Background: an optimization exercise with open tools, aiming at small area. Do not read the settings as production practice. In this exercise RTL edits were held to simulation tests only and were not proved equivalent to the original.

==> flow/design.v <==
module fixed_point_alu (
   input  logic        clock,
   input  logic        reset,
   input  logic        req_tvalid,
   output logic        req_tready,
   input  logic [71:0] req_tdata,
   output logic        rsp_tvalid,
   input  logic        rsp_tready,
   output logic [39:0] rsp_tdata
);
   logic adv;
   logic rsp_valid;
   assign adv        = ~rsp_valid | rsp_tready;
   assign req_tready = adv;
   assign rsp_tvalid = rsp_valid;
   logic        v0;
   logic [3:0]  cmd0;
   logic [31:0] a0, b0;
   always_ff @(posedge clock) begin
      if (reset)    v0 <= 1'b0;
      else if (adv) v0 <= req_tvalid;
      if (adv) begin
         cmd0 <= req_tdata[3:0];
         a0   <= req_tdata[35:4];
         b0   <= req_tdata[67:36];
      end
   end
   logic        is_inc, is_dec, is_sub, use_sub;
   logic [31:0] op2;
   logic [32:0] sum;
   logic        lt, eq, add_ovf;
   always_comb begin
      is_inc  = cmd0 == 4'd12;
      is_dec  = cmd0 == 4'd13;
      is_sub  = cmd0 == 4'd1;
      use_sub = ~(cmd0 == 4'd0 || is_inc);
      op2     = (is_inc || is_dec) ? 32'd1 : b0;
      sum     = {a0[31], a0} + ({op2[31], op2} ^ {33{use_sub}}) + {32'd0, use_sub};
      lt      = sum[32];
      eq      = a0 == b0;
      add_ovf = sum[32] ^ sum[31];
   end
   logic [32:0] bx;
   logic [32:0] ax;
   logic [63:0] pp [16];
   logic [63:0] negv;
   logic        msg;
   logic [63:0] prod;
   logic        mul_ovf;
   assign bx  = {b0, 1'b0};
   assign ax  = {a0[31], a0};
   assign msg = a0[31] ^ b0[31];
   genvar j;
   generate
      for (j = 0; j < 16; j = j + 1) begin : g_pp
         wire        e0 = bx[2*j], e1 = bx[2*j+1], e2 = bx[2*j+2];
         wire        one = e0 ^ e1;
         wire        two = (e2 & ~e1 & ~e0) | (~e2 & e1 & e0);
         wire        ng  = e2 & ~(e1 & e0);
         wire [32:0] m   = (({33{one}} & ax) | ({33{two}} & {ax[31:0], 1'b0})) ^ {33{ng}};
         assign pp[j] = {30'd0, ~m[32], m[31:0]} << (2*j);
         assign negv[2*j]   = ng;
         assign negv[2*j+1] = 1'b0;
      end
   endgenerate
   assign negv[63:32] = 32'd0;
   always_comb begin
      prod = pp[0] + pp[1] + pp[2] + pp[3] + pp[4] + pp[5] + pp[6] + pp[7]
           + pp[8] + pp[9] + pp[10] + pp[11] + pp[12] + pp[13] + pp[14] + pp[15]
           + negv + 64'hAAAAAAAB00000000 + {56'd0, ~msg, {7{msg}}};
      mul_ovf = ~(&prod[63:39] | ~|prod[63:39]);
   end
   logic [31:0] ma, mb, bn;
   logic [62:0] as_;
   logic        ovf32;
   always_comb begin
      ma    = a0[31] ? -a0 : a0;
      mb    = b0[31] ? -b0 : b0;
      ovf32 = (mb[31:8] == 24'd0) && (ma[31:24] >= mb[7:0]);
      bn    = mb;
      as_   = {31'd0, ma};
      if (bn[31:16] == 16'd0) begin bn = bn << 16; as_ = as_ << 16; end
      if (bn[31:24] == 8'd0)  begin bn = bn << 8;  as_ = as_ << 8;  end
      if (bn[31:28] == 4'd0)  begin bn = bn << 4;  as_ = as_ << 4;  end
      if (bn[31:30] == 2'd0)  begin bn = bn << 2;  as_ = as_ << 2;  end
      if (bn[31] == 1'b0)     begin bn = bn << 1;  as_ = as_ << 1;  end
   end
   logic [31:0] res1;
   logic        cmp1, isdiv1, f1;
   logic [1:0]  st1;
   always_comb begin
      res1   = 32'd0;
      cmp1   = 1'b0;
      st1    = 2'd0;
      isdiv1 = 1'b0;
      case (cmd0)
         4'd0, 4'd1, 4'd12, 4'd13: begin
            if (add_ovf) begin
               st1  = 2'd1;
               res1 = a0[31] ? 32'h80000000 : 32'h7fffffff;
            end else begin
               res1 = sum[31:0];
            end
         end
         4'd2: begin
            if (mul_ovf) begin
               st1  = 2'd1;
               res1 = prod[63] ? 32'h80000000 : 32'h7fffffff;
            end else begin
               res1 = prod[39:8];
            end
         end
         4'd3: begin
            if (b0 == 32'd0) begin
               st1  = 2'd2;
               res1 = (a0 == 32'd0) ? 32'd0 : (a0[31] ? 32'h80000000 : 32'h7fffffff);
            end else begin
               isdiv1 = 1'b1;
            end
         end
         4'd4:  cmp1 = ~lt & ~eq;
         4'd5:  cmp1 = lt;
         4'd6:  cmp1 = ~lt;
         4'd7:  cmp1 = lt | eq;
         4'd8:  cmp1 = eq;
         4'd9:  cmp1 = ~eq;
         4'd10: res1 = lt ? a0 : b0;
         4'd11: res1 = lt ? b0 : a0;
         4'd14: begin
            if (~(&a0[31:23] | ~|a0[31:23])) begin
               st1  = 2'd1;
               res1 = a0[31] ? 32'h80000000 : 32'h7fffffff;
            end else begin
               res1 = {a0[23:0], 8'd0};
            end
         end
         default: res1 = {{8{a0[31]}}, a0[31:8]};
      endcase
      if (isdiv1) begin
         f1  = msg;
         st1 = {1'b0, ovf32};
      end else begin
         f1  = cmp1;
      end
   end
   logic [69:0] w1_r [3];
   logic [2:0] qp_1, qn_1;
   logic [1:0] qq1 [4];
   fixed_point_alu_srt_sel u_sel1 (.s(as_[57:24]), .c(34'd0), .qp(qq1[0][1]), .qn(qq1[0][0]));
   fixed_point_alu_srt_step u_row1_0 (.s(as_[57:24]), .c(34'd0), .x(as_[23]), .d(bn),
      .qp(qq1[0][1]), .qn(qq1[0][0]), .so(w1_r[0][67:34]), .co(w1_r[0][33:0]),
      .qpn(qq1[1][1]), .qnn(qq1[1][0]));
   assign qp_1[2] = qq1[0][1];
   assign qn_1[2] = qq1[0][0];
   fixed_point_alu_srt_step u_row1_1 (.s(w1_r[0][67:34]), .c(w1_r[0][33:0]), .x(as_[22]), .d(bn),
      .qp(qq1[1][1]), .qn(qq1[1][0]), .so(w1_r[1][67:34]), .co(w1_r[1][33:0]),
      .qpn(qq1[2][1]), .qnn(qq1[2][0]));
   assign qp_1[1] = qq1[1][1];
   assign qn_1[1] = qq1[1][0];
   fixed_point_alu_srt_step u_row1_2 (.s(w1_r[1][67:34]), .c(w1_r[1][33:0]), .x(as_[21]), .d(bn),
      .qp(qq1[2][1]), .qn(qq1[2][0]), .so(w1_r[2][67:34]), .co(w1_r[2][33:0]),
      .qpn(qq1[3][1]), .qnn(qq1[3][0]));
   assign qp_1[0] = qq1[2][1];
   assign qn_1[0] = qq1[2][0];
   logic        v1, dv1, fl1;
   logic [1:0]  sr1;
   logic [31:0] d1;
   logic [33:0] s1, c1;
   logic [1:0]  qx1;
   logic [20:0] t1;
   logic [2:0] qp1, qn1;
   always_ff @(posedge clock) begin
      if (reset)    v1 <= 1'b0;
      else if (adv) v1 <= v0;
      if (adv) begin
         dv1 <= isdiv1;
         fl1 <= f1;
         sr1 <= st1;
         d1  <= isdiv1 ? bn : res1;
         qp1 <= qp_1;
         qn1 <= qn_1;
         qx1 <= qq1[3];
         s1  <= w1_r[2][67:34];
         c1  <= w1_r[2][33:0];
         t1  <= as_[20:0];
      end
   end
   logic [69:0] w2_r [6];
   logic [5:0] qp_2, qn_2;
   logic [1:0] qq2 [7];
   assign qq2[0] = qx1;
   fixed_point_alu_srt_step u_row2_0 (.s(s1), .c(c1), .x(t1[20]), .d(d1),
      .qp(qq2[0][1]), .qn(qq2[0][0]), .so(w2_r[0][67:34]), .co(w2_r[0][33:0]),
      .qpn(qq2[1][1]), .qnn(qq2[1][0]));
   assign qp_2[5] = qq2[0][1];
   assign qn_2[5] = qq2[0][0];
   fixed_point_alu_srt_step u_row2_1 (.s(w2_r[0][67:34]), .c(w2_r[0][33:0]), .x(t1[19]), .d(d1),
      .qp(qq2[1][1]), .qn(qq2[1][0]), .so(w2_r[1][67:34]), .co(w2_r[1][33:0]),
      .qpn(qq2[2][1]), .qnn(qq2[2][0]));
   assign qp_2[4] = qq2[1][1];
   assign qn_2[4] = qq2[1][0];
   fixed_point_alu_srt_step u_row2_2 (.s(w2_r[1][67:34]), .c(w2_r[1][33:0]), .x(t1[18]), .d(d1),
      .qp(qq2[2][1]), .qn(qq2[2][0]), .so(w2_r[2][67:34]), .co(w2_r[2][33:0]),
      .qpn(qq2[3][1]), .qnn(qq2[3][0]));
   assign qp_2[3] = qq2[2][1];
   assign qn_2[3] = qq2[2][0];
   fixed_point_alu_srt_step u_row2_3 (.s(w2_r[2][67:34]), .c(w2_r[2][33:0]), .x(t1[17]), .d(d1),
      .qp(qq2[3][1]), .qn(qq2[3][0]), .so(w2_r[3][67:34]), .co(w2_r[3][33:0]),
      .qpn(qq2[4][1]), .qnn(qq2[4][0]));
   assign qp_2[2] = qq2[3][1];
   assign qn_2[2] = qq2[3][0];
   fixed_point_alu_srt_step u_row2_4 (.s(w2_r[3][67:34]), .c(w2_r[3][33:0]), .x(t1[16]), .d(d1),
      .qp(qq2[4][1]), .qn(qq2[4][0]), .so(w2_r[4][67:34]), .co(w2_r[4][33:0]),
      .qpn(qq2[5][1]), .qnn(qq2[5][0]));
   assign qp_2[1] = qq2[4][1];
   assign qn_2[1] = qq2[4][0];
   fixed_point_alu_srt_step u_row2_5 (.s(w2_r[4][67:34]), .c(w2_r[4][33:0]), .x(t1[15]), .d(d1),
      .qp(qq2[5][1]), .qn(qq2[5][0]), .so(w2_r[5][67:34]), .co(w2_r[5][33:0]),
      .qpn(qq2[6][1]), .qnn(qq2[6][0]));
   assign qp_2[0] = qq2[5][1];
   assign qn_2[0] = qq2[5][0];
   logic        v2, dv2, fl2;
   logic [1:0]  sr2;
   logic [31:0] d2;
   logic [33:0] s2, c2;
   logic [1:0]  qx2;
   logic [14:0] t2;
   logic [8:0] qp2, qn2;
   always_ff @(posedge clock) begin
      if (reset)    v2 <= 1'b0;
      else if (adv) v2 <= v1;
      if (adv) begin
         dv2 <= dv1;
         fl2 <= fl1;
         sr2 <= sr1;
         d2  <= d1;
         qp2 <= {qp1, qp_2};
         qn2 <= {qn1, qn_2};
         qx2 <= qq2[6];
         s2  <= w2_r[5][67:34];
         c2  <= w2_r[5][33:0];
         t2  <= t1[14:0];
      end
   end
   logic [69:0] w3_r [6];
   logic [5:0] qp_3, qn_3;
   logic [1:0] qq3 [7];
   assign qq3[0] = qx2;
   fixed_point_alu_srt_step u_row3_0 (.s(s2), .c(c2), .x(t2[14]), .d(d2),
      .qp(qq3[0][1]), .qn(qq3[0][0]), .so(w3_r[0][67:34]), .co(w3_r[0][33:0]),
      .qpn(qq3[1][1]), .qnn(qq3[1][0]));
   assign qp_3[5] = qq3[0][1];
   assign qn_3[5] = qq3[0][0];
   fixed_point_alu_srt_step u_row3_1 (.s(w3_r[0][67:34]), .c(w3_r[0][33:0]), .x(t2[13]), .d(d2),
      .qp(qq3[1][1]), .qn(qq3[1][0]), .so(w3_r[1][67:34]), .co(w3_r[1][33:0]),
      .qpn(qq3[2][1]), .qnn(qq3[2][0]));
   assign qp_3[4] = qq3[1][1];
   assign qn_3[4] = qq3[1][0];
   fixed_point_alu_srt_step u_row3_2 (.s(w3_r[1][67:34]), .c(w3_r[1][33:0]), .x(t2[12]), .d(d2),
      .qp(qq3[2][1]), .qn(qq3[2][0]), .so(w3_r[2][67:34]), .co(w3_r[2][33:0]),
      .qpn(qq3[3][1]), .qnn(qq3[3][0]));
   assign qp_3[3] = qq3[2][1];
   assign qn_3[3] = qq3[2][0];
   fixed_point_alu_srt_step u_row3_3 (.s(w3_r[2][67:34]), .c(w3_r[2][33:0]), .x(t2[11]), .d(d2),
      .qp(qq3[3][1]), .qn(qq3[3][0]), .so(w3_r[3][67:34]), .co(w3_r[3][33:0]),
      .qpn(qq3[4][1]), .qnn(qq3[4][0]));
   assign qp_3[2] = qq3[3][1];
   assign qn_3[2] = qq3[3][0];
   fixed_point_alu_srt_step u_row3_4 (.s(w3_r[3][67:34]), .c(w3_r[3][33:0]), .x(t2[10]), .d(d2),
      .qp(qq3[4][1]), .qn(qq3[4][0]), .so(w3_r[4][67:34]), .co(w3_r[4][33:0]),
      .qpn(qq3[5][1]), .qnn(qq3[5][0]));
   assign qp_3[1] = qq3[4][1];
   assign qn_3[1] = qq3[4][0];
   fixed_point_alu_srt_step u_row3_5 (.s(w3_r[4][67:34]), .c(w3_r[4][33:0]), .x(t2[9]), .d(d2),
      .qp(qq3[5][1]), .qn(qq3[5][0]), .so(w3_r[5][67:34]), .co(w3_r[5][33:0]),
      .qpn(qq3[6][1]), .qnn(qq3[6][0]));
   assign qp_3[0] = qq3[5][1];
   assign qn_3[0] = qq3[5][0];
   logic        v3, dv3, fl3;
   logic [1:0]  sr3;
   logic [31:0] d3;
   logic [33:0] s3, c3;
   logic [1:0]  qx3;
   logic [8:0] t3;
   logic [14:0] qp3, qn3;
   always_ff @(posedge clock) begin
      if (reset)    v3 <= 1'b0;
      else if (adv) v3 <= v2;
      if (adv) begin
         dv3 <= dv2;
         fl3 <= fl2;
         sr3 <= sr2;
         d3  <= d2;
         qp3 <= {qp2, qp_3};
         qn3 <= {qn2, qn_3};
         qx3 <= qq3[6];
         s3  <= w3_r[5][67:34];
         c3  <= w3_r[5][33:0];
         t3  <= t2[8:0];
      end
   end
   logic [69:0] w4_r [6];
   logic [5:0] qp_4, qn_4;
   logic [1:0] qq4 [7];
   assign qq4[0] = qx3;
   fixed_point_alu_srt_step u_row4_0 (.s(s3), .c(c3), .x(t3[8]), .d(d3),
      .qp(qq4[0][1]), .qn(qq4[0][0]), .so(w4_r[0][67:34]), .co(w4_r[0][33:0]),
      .qpn(qq4[1][1]), .qnn(qq4[1][0]));
   assign qp_4[5] = qq4[0][1];
   assign qn_4[5] = qq4[0][0];
   fixed_point_alu_srt_step u_row4_1 (.s(w4_r[0][67:34]), .c(w4_r[0][33:0]), .x(t3[7]), .d(d3),
      .qp(qq4[1][1]), .qn(qq4[1][0]), .so(w4_r[1][67:34]), .co(w4_r[1][33:0]),
      .qpn(qq4[2][1]), .qnn(qq4[2][0]));
   assign qp_4[4] = qq4[1][1];
   assign qn_4[4] = qq4[1][0];
   fixed_point_alu_srt_step u_row4_2 (.s(w4_r[1][67:34]), .c(w4_r[1][33:0]), .x(t3[6]), .d(d3),
      .qp(qq4[2][1]), .qn(qq4[2][0]), .so(w4_r[2][67:34]), .co(w4_r[2][33:0]),
      .qpn(qq4[3][1]), .qnn(qq4[3][0]));
   assign qp_4[3] = qq4[2][1];
   assign qn_4[3] = qq4[2][0];
   fixed_point_alu_srt_step u_row4_3 (.s(w4_r[2][67:34]), .c(w4_r[2][33:0]), .x(t3[5]), .d(d3),
      .qp(qq4[3][1]), .qn(qq4[3][0]), .so(w4_r[3][67:34]), .co(w4_r[3][33:0]),
      .qpn(qq4[4][1]), .qnn(qq4[4][0]));
   assign qp_4[2] = qq4[3][1];
   assign qn_4[2] = qq4[3][0];
   fixed_point_alu_srt_step u_row4_4 (.s(w4_r[3][67:34]), .c(w4_r[3][33:0]), .x(t3[4]), .d(d3),
      .qp(qq4[4][1]), .qn(qq4[4][0]), .so(w4_r[4][67:34]), .co(w4_r[4][33:0]),
      .qpn(qq4[5][1]), .qnn(qq4[5][0]));
   assign qp_4[1] = qq4[4][1];
   assign qn_4[1] = qq4[4][0];
   fixed_point_alu_srt_step u_row4_5 (.s(w4_r[4][67:34]), .c(w4_r[4][33:0]), .x(t3[3]), .d(d3),
      .qp(qq4[5][1]), .qn(qq4[5][0]), .so(w4_r[5][67:34]), .co(w4_r[5][33:0]),
      .qpn(qq4[6][1]), .qnn(qq4[6][0]));
   assign qp_4[0] = qq4[5][1];
   assign qn_4[0] = qq4[5][0];
   logic        v4, dv4, fl4;
   logic [1:0]  sr4;
   logic [31:0] d4;
   logic [33:0] s4, c4;
   logic [1:0]  qx4;
   logic [2:0] t4;
   logic [20:0] qp4, qn4;
   always_ff @(posedge clock) begin
      if (reset)    v4 <= 1'b0;
      else if (adv) v4 <= v3;
      if (adv) begin
         dv4 <= dv3;
         fl4 <= fl3;
         sr4 <= sr3;
         d4  <= d3;
         qp4 <= {qp3, qp_4};
         qn4 <= {qn3, qn_4};
         qx4 <= qq4[6];
         s4  <= w4_r[5][67:34];
         c4  <= w4_r[5][33:0];
         t4  <= t3[2:0];
      end
   end
   logic [69:0] w5_r [6];
   logic [5:0] qp_5, qn_5;
   logic [1:0] qq5 [7];
   assign qq5[0] = qx4;
   fixed_point_alu_srt_step u_row5_0 (.s(s4), .c(c4), .x(t4[2]), .d(d4),
      .qp(qq5[0][1]), .qn(qq5[0][0]), .so(w5_r[0][67:34]), .co(w5_r[0][33:0]),
      .qpn(qq5[1][1]), .qnn(qq5[1][0]));
   assign qp_5[5] = qq5[0][1];
   assign qn_5[5] = qq5[0][0];
   fixed_point_alu_srt_step u_row5_1 (.s(w5_r[0][67:34]), .c(w5_r[0][33:0]), .x(t4[1]), .d(d4),
      .qp(qq5[1][1]), .qn(qq5[1][0]), .so(w5_r[1][67:34]), .co(w5_r[1][33:0]),
      .qpn(qq5[2][1]), .qnn(qq5[2][0]));
   assign qp_5[4] = qq5[1][1];
   assign qn_5[4] = qq5[1][0];
   fixed_point_alu_srt_step u_row5_2 (.s(w5_r[1][67:34]), .c(w5_r[1][33:0]), .x(t4[0]), .d(d4),
      .qp(qq5[2][1]), .qn(qq5[2][0]), .so(w5_r[2][67:34]), .co(w5_r[2][33:0]),
      .qpn(qq5[3][1]), .qnn(qq5[3][0]));
   assign qp_5[3] = qq5[2][1];
   assign qn_5[3] = qq5[2][0];
   fixed_point_alu_srt_step u_row5_3 (.s(w5_r[2][67:34]), .c(w5_r[2][33:0]), .x(1'b0), .d(d4),
      .qp(qq5[3][1]), .qn(qq5[3][0]), .so(w5_r[3][67:34]), .co(w5_r[3][33:0]),
      .qpn(qq5[4][1]), .qnn(qq5[4][0]));
   assign qp_5[2] = qq5[3][1];
   assign qn_5[2] = qq5[3][0];
   fixed_point_alu_srt_step u_row5_4 (.s(w5_r[3][67:34]), .c(w5_r[3][33:0]), .x(1'b0), .d(d4),
      .qp(qq5[4][1]), .qn(qq5[4][0]), .so(w5_r[4][67:34]), .co(w5_r[4][33:0]),
      .qpn(qq5[5][1]), .qnn(qq5[5][0]));
   assign qp_5[1] = qq5[4][1];
   assign qn_5[1] = qq5[4][0];
   fixed_point_alu_srt_step u_row5_5 (.s(w5_r[4][67:34]), .c(w5_r[4][33:0]), .x(1'b0), .d(d4),
      .qp(qq5[5][1]), .qn(qq5[5][0]), .so(w5_r[5][67:34]), .co(w5_r[5][33:0]),
      .qpn(qq5[6][1]), .qnn(qq5[6][0]));
   assign qp_5[0] = qq5[5][1];
   assign qn_5[0] = qq5[5][0];
   logic        v5, dv5, fl5;
   logic [1:0]  sr5;
   logic [31:0] d5;
   logic [33:0] s5, c5;
   logic [1:0]  qx5;
   logic [26:0] qp5, qn5;
   always_ff @(posedge clock) begin
      if (reset)    v5 <= 1'b0;
      else if (adv) v5 <= v4;
      if (adv) begin
         dv5 <= dv4;
         fl5 <= fl4;
         sr5 <= sr4;
         d5  <= d4;
         qp5 <= {qp4, qp_5};
         qn5 <= {qn4, qn_5};
         qx5 <= qq5[6];
         s5  <= w5_r[5][67:34];
         c5  <= w5_r[5][33:0];
      end
   end
   logic [69:0] w6_r [6];
   logic [5:0] qp_6, qn_6;
   logic [1:0] qq6 [7];
   assign qq6[0] = qx5;
   fixed_point_alu_srt_step u_row6_0 (.s(s5), .c(c5), .x(1'b0), .d(d5),
      .qp(qq6[0][1]), .qn(qq6[0][0]), .so(w6_r[0][67:34]), .co(w6_r[0][33:0]),
      .qpn(qq6[1][1]), .qnn(qq6[1][0]));
   assign qp_6[5] = qq6[0][1];
   assign qn_6[5] = qq6[0][0];
   fixed_point_alu_srt_step u_row6_1 (.s(w6_r[0][67:34]), .c(w6_r[0][33:0]), .x(1'b0), .d(d5),
      .qp(qq6[1][1]), .qn(qq6[1][0]), .so(w6_r[1][67:34]), .co(w6_r[1][33:0]),
      .qpn(qq6[2][1]), .qnn(qq6[2][0]));
   assign qp_6[4] = qq6[1][1];
   assign qn_6[4] = qq6[1][0];
   fixed_point_alu_srt_step u_row6_2 (.s(w6_r[1][67:34]), .c(w6_r[1][33:0]), .x(1'b0), .d(d5),
      .qp(qq6[2][1]), .qn(qq6[2][0]), .so(w6_r[2][67:34]), .co(w6_r[2][33:0]),
      .qpn(qq6[3][1]), .qnn(qq6[3][0]));
   assign qp_6[3] = qq6[2][1];
   assign qn_6[3] = qq6[2][0];
   fixed_point_alu_srt_step u_row6_3 (.s(w6_r[2][67:34]), .c(w6_r[2][33:0]), .x(1'b0), .d(d5),
      .qp(qq6[3][1]), .qn(qq6[3][0]), .so(w6_r[3][67:34]), .co(w6_r[3][33:0]),
      .qpn(qq6[4][1]), .qnn(qq6[4][0]));
   assign qp_6[2] = qq6[3][1];
   assign qn_6[2] = qq6[3][0];
   fixed_point_alu_srt_step u_row6_4 (.s(w6_r[3][67:34]), .c(w6_r[3][33:0]), .x(1'b0), .d(d5),
      .qp(qq6[4][1]), .qn(qq6[4][0]), .so(w6_r[4][67:34]), .co(w6_r[4][33:0]),
      .qpn(qq6[5][1]), .qnn(qq6[5][0]));
   assign qp_6[1] = qq6[4][1];
   assign qn_6[1] = qq6[4][0];
   fixed_point_alu_srt_step u_row6_5 (.s(w6_r[4][67:34]), .c(w6_r[4][33:0]), .x(1'b0), .d(d5),
      .qp(qq6[5][1]), .qn(qq6[5][0]), .so(w6_r[5][67:34]), .co(w6_r[5][33:0]),
      .qpn(qq6[6][1]), .qnn(qq6[6][0]));
   assign qp_6[0] = qq6[5][1];
   assign qn_6[0] = qq6[5][0];
   logic        v6, dv6, fl6;
   logic [1:0]  sr6;
   logic [31:0] d6;
   logic [33:0] s6, c6;
   logic [32:0] qp6, qn6;
   always_ff @(posedge clock) begin
      if (reset)    v6 <= 1'b0;
      else if (adv) v6 <= v5;
      if (adv) begin
         dv6 <= dv5;
         fl6 <= fl5;
         sr6 <= sr5;
         d6  <= d5;
         qp6 <= {qp5, qp_6};
         qn6 <= {qn5, qn_6};
         s6  <= w6_r[5][67:34];
         c6  <= w6_r[5][33:0];
      end
   end
   logic [32:0] dx, dy;
   logic [1:0]  dk;
   logic [34:0] dsum;
   logic [33:0] dr;
   logic        dovf;
   logic [31:0] res_o;
   logic [1:0]  st_o;
   logic        cmp_o;
   logic [33:0] pfin;
   logic        ng6;
   assign pfin  = s6 + c6;
   assign ng6 = pfin[33];
   always_comb begin
      dx    = fl6 ? qn6 : qp6;
      dy    = fl6 ? qp6 : qn6;
      dk    = {~(ng6 ^ fl6), ng6 ^ fl6};
      dsum  = {2'b00, dx} + ~{2'b00, dy} + {33'd0, dk};
      dr    = dsum[34:1];
      if (fl6) dovf = ~((dr[33:31] == 3'b111) | (dr[33:31] == 3'b000));
      else       dovf = dr[33:31] != 3'b000;
      dovf  = dovf | sr6[0];
      if (dv6) begin
         cmp_o = 1'b0;
         st_o  = {1'b0, dovf};
         res_o = dovf ? (fl6 ? 32'h80000000 : 32'h7fffffff) : dr[31:0];
      end else begin
         cmp_o = fl6;
         st_o  = sr6;
         res_o = d6;
      end
   end
   assign rsp_valid = v6;
   assign rsp_tdata = {5'd0, st_o, cmp_o, res_o};
endmodule
module fixed_point_alu_srt_sel (
   input  logic [33:0] s,
   input  logic [33:0] c,
   output logic        qp,
   output logic        qn
);
   logic [3:0] est;
   assign est = s[33:30] + c[33:30];
   assign qp  = ~est[3];
   assign qn  = est[3] & ~(&est[2:0]);
endmodule
module fixed_point_alu_srt_step (
   input  logic [33:0] s,
   input  logic [33:0] c,
   input  logic        x,
   input  logic [31:0] d,
   input  logic        qp,
   input  logic        qn,
   output logic [33:0] so,
   output logic [33:0] co,
   output logic        qpn,
   output logic        qnn
);
   logic [34:0] ys, yc, xd, sm, mj;
   assign ys  = {s, x};
   assign yc  = {c, 1'b0};
   assign xd  = ({35{qp}} & ~{3'b000, d}) | ({35{qn}} & {3'b000, d});
   genvar i;
   generate
      for (i = 0; i < 35; i = i + 1) begin : g_fa
         assign {mj[i], sm[i]} = {1'b0, ys[i]} + {1'b0, yc[i]} + {1'b0, xd[i]};
      end
   endgenerate
   assign so = sm[33:0];
   assign co = {mj[32:0], qp};
   logic [3:0] base, ep, e0, en;
   logic       pp_, pn_, p0_, n0_, np_, nn_;
   assign base = {1'b0, s[31:29]} + {1'b0, c[31:29]};
   assign ep = base + {1'b0, 1'b1, ~d[31], ~d[30]}
             + {3'b000, (s[28] & c[28]) | (s[28] & ~d[29]) | (c[28] & ~d[29])}
             + {~(s[32] ^ c[32]), 3'b000};
   assign e0 = base + {3'b000, s[28] & c[28]} + {s[32] ^ c[32], 3'b000};
   assign en = base + {1'b0, 1'b0, d[31], d[30]}
             + {3'b000, (s[28] & c[28]) | (s[28] & d[29]) | (c[28] & d[29])}
             + {s[32] ^ c[32], 3'b000};
   assign pp_ = ~ep[3];
   assign pn_ = ep[3] & ~(&ep[2:0]);
   assign p0_ = ~e0[3];
   assign n0_ = e0[3] & ~(&e0[2:0]);
   assign np_ = ~en[3];
   assign nn_ = en[3] & ~(&en[2:0]);
   assign qpn = qp ? pp_ : (qn ? np_ : p0_);
   assign qnn = qp ? pn_ : (qn ? nn_ : n0_);
endmodule
==> flow/run.sh <==
#!/bin/bash
# synth_recipe.tcl (not shown) runs the flow's synth.tcl, then flattens the netlist and writes it again
# the make line also repeats each setting of config.mk as NAME=value (left out here)
make -C /OpenROAD-flow-scripts/flow DESIGN_CONFIG=/design/flow/config.mk WORK_HOME=/design/flow/orfs CLKGATE_MAP_FILE= SYNTH_SCRIPT=/design/flow/synth_recipe.tcl finish
==> flow/config.mk <==
export PLATFORM = sky130hd
export DESIGN_NAME = fixed_point_alu
export DESIGN_NICKNAME = fixed_point_alu
export VERILOG_FILES = /design/flow/design.v
export SDC_FILE = /design/flow/constraint.sdc
export NUM_CORES = 4
export LEC_CHECK = 0
export CAP_MARGIN = 20
export CORE_MARGIN = 2
export CORE_UTILIZATION = 40
export PLACE_DENSITY = 0.6
export SLEW_MARGIN = 20
==> flow/constraint.sdc <==
create_clock -name core_clock -period 12.0 [get_ports {clock}]
set_input_delay 2.4000 -clock core_clock [delete_from_list [all_inputs] [get_ports {clock}]]
set_output_delay 2.4000 -clock core_clock [all_outputs]
set_load 0.01 [all_outputs]
==> run_summary.xml <==
<?xml version="1.0" encoding="UTF-8"?>
<metrics>
  <group name="logic_synthesis">
    <metric name="netlist_area" unit="mm2">0.1179</metric>
    <metric name="synth_most_common_cell" unit="">sky130_fd_sc_hd__fa_1</metric>
    <metric name="synth_top_cell_area_share" unit="%">26.67</metric>
    <metric name="ys_top_cells_by_count" unit="">sky130_fd_sc_hd__fa_1 (1570), sky130_fd_sc_hd__inv_1 (1420), sky130_fd_sc_hd__edfxtp_1 (948)</metric>
    <metric name="synth_adder_area_share" unit="%">34.14</metric>
    <metric name="synth-compound-area-share" unit="%">13.06</metric>
    <metric name="synth-edff-count" unit="">948</metric>
    <metric name="synth.lib_cells_used.distinct" unit="">115</metric>
    <metric name="yosys_warnings" unit="">20</metric>
    <metric name="synth_sequential_area_ratio" unit="%">24.27</metric>
    <metric name="main_combinational_cell_family_by_area_after_synthesis" unit="">adder cells</metric>
    <metric name="asyncSetResetFlopFracSynth" unit="%">0</metric>
    <metric name="ys_top_cells_by_area" unit="">sky130_fd_sc_hd__fa_1 (27%), sky130_fd_sc_hd__edfxtp_1 (24%), sky130_fd_sc_hd__ha_1 (7.4%)</metric>
    <metric name="synth_xor_xnor_area_share" unit="%">8.418</metric>
    <metric name="synthesis.instances" unit="">11860</metric>
    <metric name="yosys_register_bits" unit="">955</metric>
    <metric name="avgSynthCellArea" unit="um2">9.938</metric>
    <metric name="synth_simple_gate_area_share" unit="%">8.402</metric>
    <metric name="synth.mux.area_fraction" unit="%">4.309</metric>
    <metric name="synth_top_cell_by_area" unit="">sky130_fd_sc_hd__fa_1</metric>
    <metric name="yosys_most_used_dff" unit="">sky130_fd_sc_hd__edfxtp_1</metric>
  </group>
  <group name="drt">
    <metric name="antenna_left" unit="">0</metric>
    <metric name="detailroute.via_count" unit="">87690</metric>
    <metric name="vias_per_cell" unit="">5.605</metric>
    <metric name="drt_wl_total" unit="um">352500</metric>
    <metric name="route.detailed.wl_per_inst" unit="um">22.53</metric>
    <metric name="drcViolationCount" unit="">0</metric>
    <metric name="detailedRoute.firstPassIterationCount" unit="">6</metric>
    <metric name="drtIter0Drc" unit="">7700</metric>
  </group>
  <group name="timing">
    <metric name="worst_clock_skew" unit="ns">0.06261</metric>
    <metric name="max_slew_margin" unit="%">12.35</metric>
    <metric name="setup-violations-final" unit="">0</metric>
    <metric name="fin_crit_sh" unit="%">97.78</metric>
    <metric name="layout_setup_ws" unit="ns">0.2660</metric>
    <metric name="fmax" unit="MHz">85.22</metric>
    <metric name="final_hold_viol_count" unit="">0</metric>
    <metric name="fin_tns_setup" unit="ns">0</metric>
    <metric name="timing_worst_slew_pin_value" unit="ns">1.282</metric>
    <metric name="finalWorstPathRequiredPeriod" unit="ns">11.73</metric>
    <metric name="drv_slew" unit="">0</metric>
    <metric name="finalHoldWorstSlack" unit="ns">0.3895</metric>
  </group>
  <group name="clock_network">
    <metric name="maximum_clock_insertion_buffer_count" unit="">3</metric>
    <metric name="cts_made_buffers" unit="">108</metric>
    <metric name="htree_num_levels" unit="">3</metric>
    <metric name="cts.sinks" unit="">955</metric>
    <metric name="ctsRootBufferMaster" unit="">sky130_fd_sc_hd__clkbuf_16</metric>
    <metric name="clk_pin_slew" unit="ns">0.06</metric>
    <metric name="clk-insertion-delay-late" unit="ns">0.77</metric>
    <metric name="tritoncts" unit="">yes</metric>
    <metric name="hold_buffers" unit="">0</metric>
  </group>
  <group name="place">
    <metric name="dp.cells" unit="">15390</metric>
    <metric name="port-buffer-count" unit="">108</metric>
    <metric name="place_area" unit="mm2">0.1240</metric>
    <metric name="detailedPlace.worstSlack" unit="ns">-0.6220</metric>
    <metric name="place.gp.congestion" unit="">1.006</metric>
    <metric name="dp_hpwl" unit="um">270700</metric>
  </group>
  <group name="setup_path">
    <metric name="setup.worst_path.end_class" unit="">output port</metric>
    <metric name="critPathMostFrequentCell" unit="">sky130_fd_sc_hd__buf_4</metric>
    <metric name="slowest_delay" unit="ns">0.46</metric>
    <metric name="worst_r2r_startpoint" unit="">b0[23]$_DFFE_PP_</metric>
    <metric name="critical_path.top_delay_family" unit="">buffers and inverters</metric>
    <metric name="timing.critical_path.arrival" unit="ns">9.33</metric>
    <metric name="worst_path_max_delay_cell" unit="">sky130_fd_sc_hd__fa_2</metric>
    <metric name="buf_inv_on_cp" unit="">27</metric>
    <metric name="critical_path.startpoint_type" unit="">flop</metric>
    <metric name="critical_path_peak_fanout" unit="">2</metric>
    <metric name="critical_path.reg2reg.endpoint" unit="">d1[2]$_DFFE_PP_</metric>
    <metric name="reg2reg_depth" unit="">30</metric>
    <metric name="cp.required" unit="ns">9.60</metric>
    <metric name="critPathKind" unit="">reg2out</metric>
    <metric name="r2r_slack" unit="ns">0.46</metric>
  </group>
  <group name="grt">
    <metric name="number_of_global_route_vias_before_repair" unit="">92680</metric>
    <metric name="grt_first_pass_wirelength" unit="um">552800</metric>
    <metric name="grt.total_usage" unit="%">23.67</metric>
    <metric name="grt_overflow" unit="">0</metric>
    <metric name="largest_net_degree_at_the_start_of_global_routing" unit="">162</metric>
    <metric name="antenna_found_initial" unit="">16</metric>
  </group>
  <group name="cells_and_area">
    <metric name="area.growth.synth_to_final" unit="%">8.825</metric>
    <metric name="layout.filler_cells" unit="">27670</metric>
    <metric name="finish.net_count" unit="">13970</metric>
    <metric name="multi_input_comb_area" unit="mm2">0.08133</metric>
    <metric name="finish.cell_count_without_fillers" unit="">15640</metric>
    <metric name="final_design_area_no_fill" unit="mm2">0.1283</metric>
    <metric name="layout-drive-gt1-share" unit="%">8.628</metric>
    <metric name="register_area" unit="mm2">0.02861</metric>
  </group>
  <group name="floorplan">
    <metric name="core_area" unit="mm2">0.2936</metric>
    <metric name="vertical_die_dimension" unit="um">546.8</metric>
    <metric name="effective_utilization_at_floorplan" unit="%">40.15</metric>
    <metric name="pin_count" unit="">118</metric>
    <metric name="design.die.area" unit="mm2">0.2990</metric>
    <metric name="placement_rows" unit="">199</metric>
    <metric name="die_width" unit="um">546.8</metric>
  </group>
  <group name="worst_hold_path">
    <metric name="holdCritStartpoint" unit="">t1[11]$_DFFE_PP_</metric>
    <metric name="min_path_type" unit="">reg2reg</metric>
    <metric name="hold_path_depth" unit="">0</metric>
    <metric name="worstHoldEndpoint" unit="">t2[11]$_DFFE_PP_</metric>
  </group>
  <group name="flow_run">
    <metric name="maxCapViolCount" unit="">0</metric>
  </group>
  <group name="status">
    <metric name="outcome" unit="">finished clean</metric>
  </group>
</metrics>
[stage by stage]
step | utilization, %
2_1_floorplan | -
3_3_place_gp | 42.22
3_5_place_dp | 42.24
4_1_cts | 43.62
5_1_grt | 43.69
6_report | 43.69
[metal layers]
metal  track usage, %  wire, um  share of wire (%)
met5                0        80              0.023
met2            38.92    164800                 47
met4            9.544     16000                4.5
met3            4.404     26140                7.4
met1            30.71    145500                 41
[worst max-delay path by stage]
stage | startpoint | depth (start not counted) | to | slack (ns)
after floorplan | rsp_tready | 3 | a0[0]$_DFFE_PP_ | -5.45
after global routing | c6[2]$_DFFE_PP_ | 57 | rsp_tdata[7] | -0.03
after global placement | s6[2]$_DFFE_PP_ | 46 | rsp_tdata[11] | -0.83
after detailed placement | s6[2]$_DFFE_PP_ | 46 | rsp_tdata[11] | -0.62
after CTS | s6[2]$_DFFE_PP_ | 45 | rsp_tdata[11] | -0.16
final | c6[2]$_DFFE_PP_ | 57 | rsp_tdata[7] | 0.27
[flip-flops by register name, indices dropped and copies added (netlist names), 33 cells and up]
name,count
c4,33
qn6,33
qp6,33
s1,33
s2,33
s3,33
s4,33
s5,33
s6,34
[cell type report]
cell class              count  share of cell area [%]
multi-input cells        8607                   63.41
flip-flops and latches    955                   22.30
inverters                1426                   4.176
well taps                3919                   3.823
repair buffers            529                   3.494
clock buffers             124                   2.187
clock inverters            76                  0.5931
diodes                      7                 0.01366
[placed cells by master (no fill, tap or decap), drive strengths merged, types with 54 or more instances in the layout]
cell           instances
fa                  1570
inv                 1430
edfxtp               948
nand2                831
nor2                 803
o21ai                715
a21oi                698
ha                   694
xnor2                578
xor2                 530
a22oi                507
buf                  422
mux2i                270
mux2                 211
clkbuf               125
nand3                122
a21o                 120
nor3                  99
clkdlybuf4s50         76
nor2b                 65
a31oi                 59
o22ai                 59
clkinv                54
[kinds of logic (layout without fill, tap and decap cells)]
group / count (synthesis) / in the layout
mux: 481 / 481
xor+xnor: 1115 / 1115
compound gates: 2486 / 2486
flops: 955 / 955
buf+inv: 2302 / 2155
other cells: 1 / 12
simple gates: 2243 / 2243
fa+ha+maj: 2277 / 2277
[repair_timing]
action / 4_1_cts / 5_1_grt
cloned: 1 / 0
buffers inserted: 43 / 6
setup endpoints to repair: 33 / 41
resized for setup: 80 / 38
pin swaps: 12 / 43

what the ideal ports hide:
The results above use ideal ports. As a check the final layout listed here was re-extracted and re-timed, cells and wires unchanged.
Step 1 sets driving cells, clkbuf_16 on the clock port and buf_2 on the other inputs (assumed; they add their load-dependent delay and slew).
Step 2, shift: input delay + t, output delay - t, t = (earliest + latest rising clock arrival at the registers) / 2. This alone moves slack from input paths to output paths.
Three values: no drivers, after step 1, after step 2; two values: the first two.
t (ns): 0.833
slack for setup (ns): 0.266 / 0.174 / 0.459
worst setup path after step 2: register to register
latest minus earliest clock arrival (ns): 0.071 / 0.071
After both steps this run still meets setup and hold. The setup slack of this run moves by -0.092 ns with the drivers and by +0.193 ns with both steps.
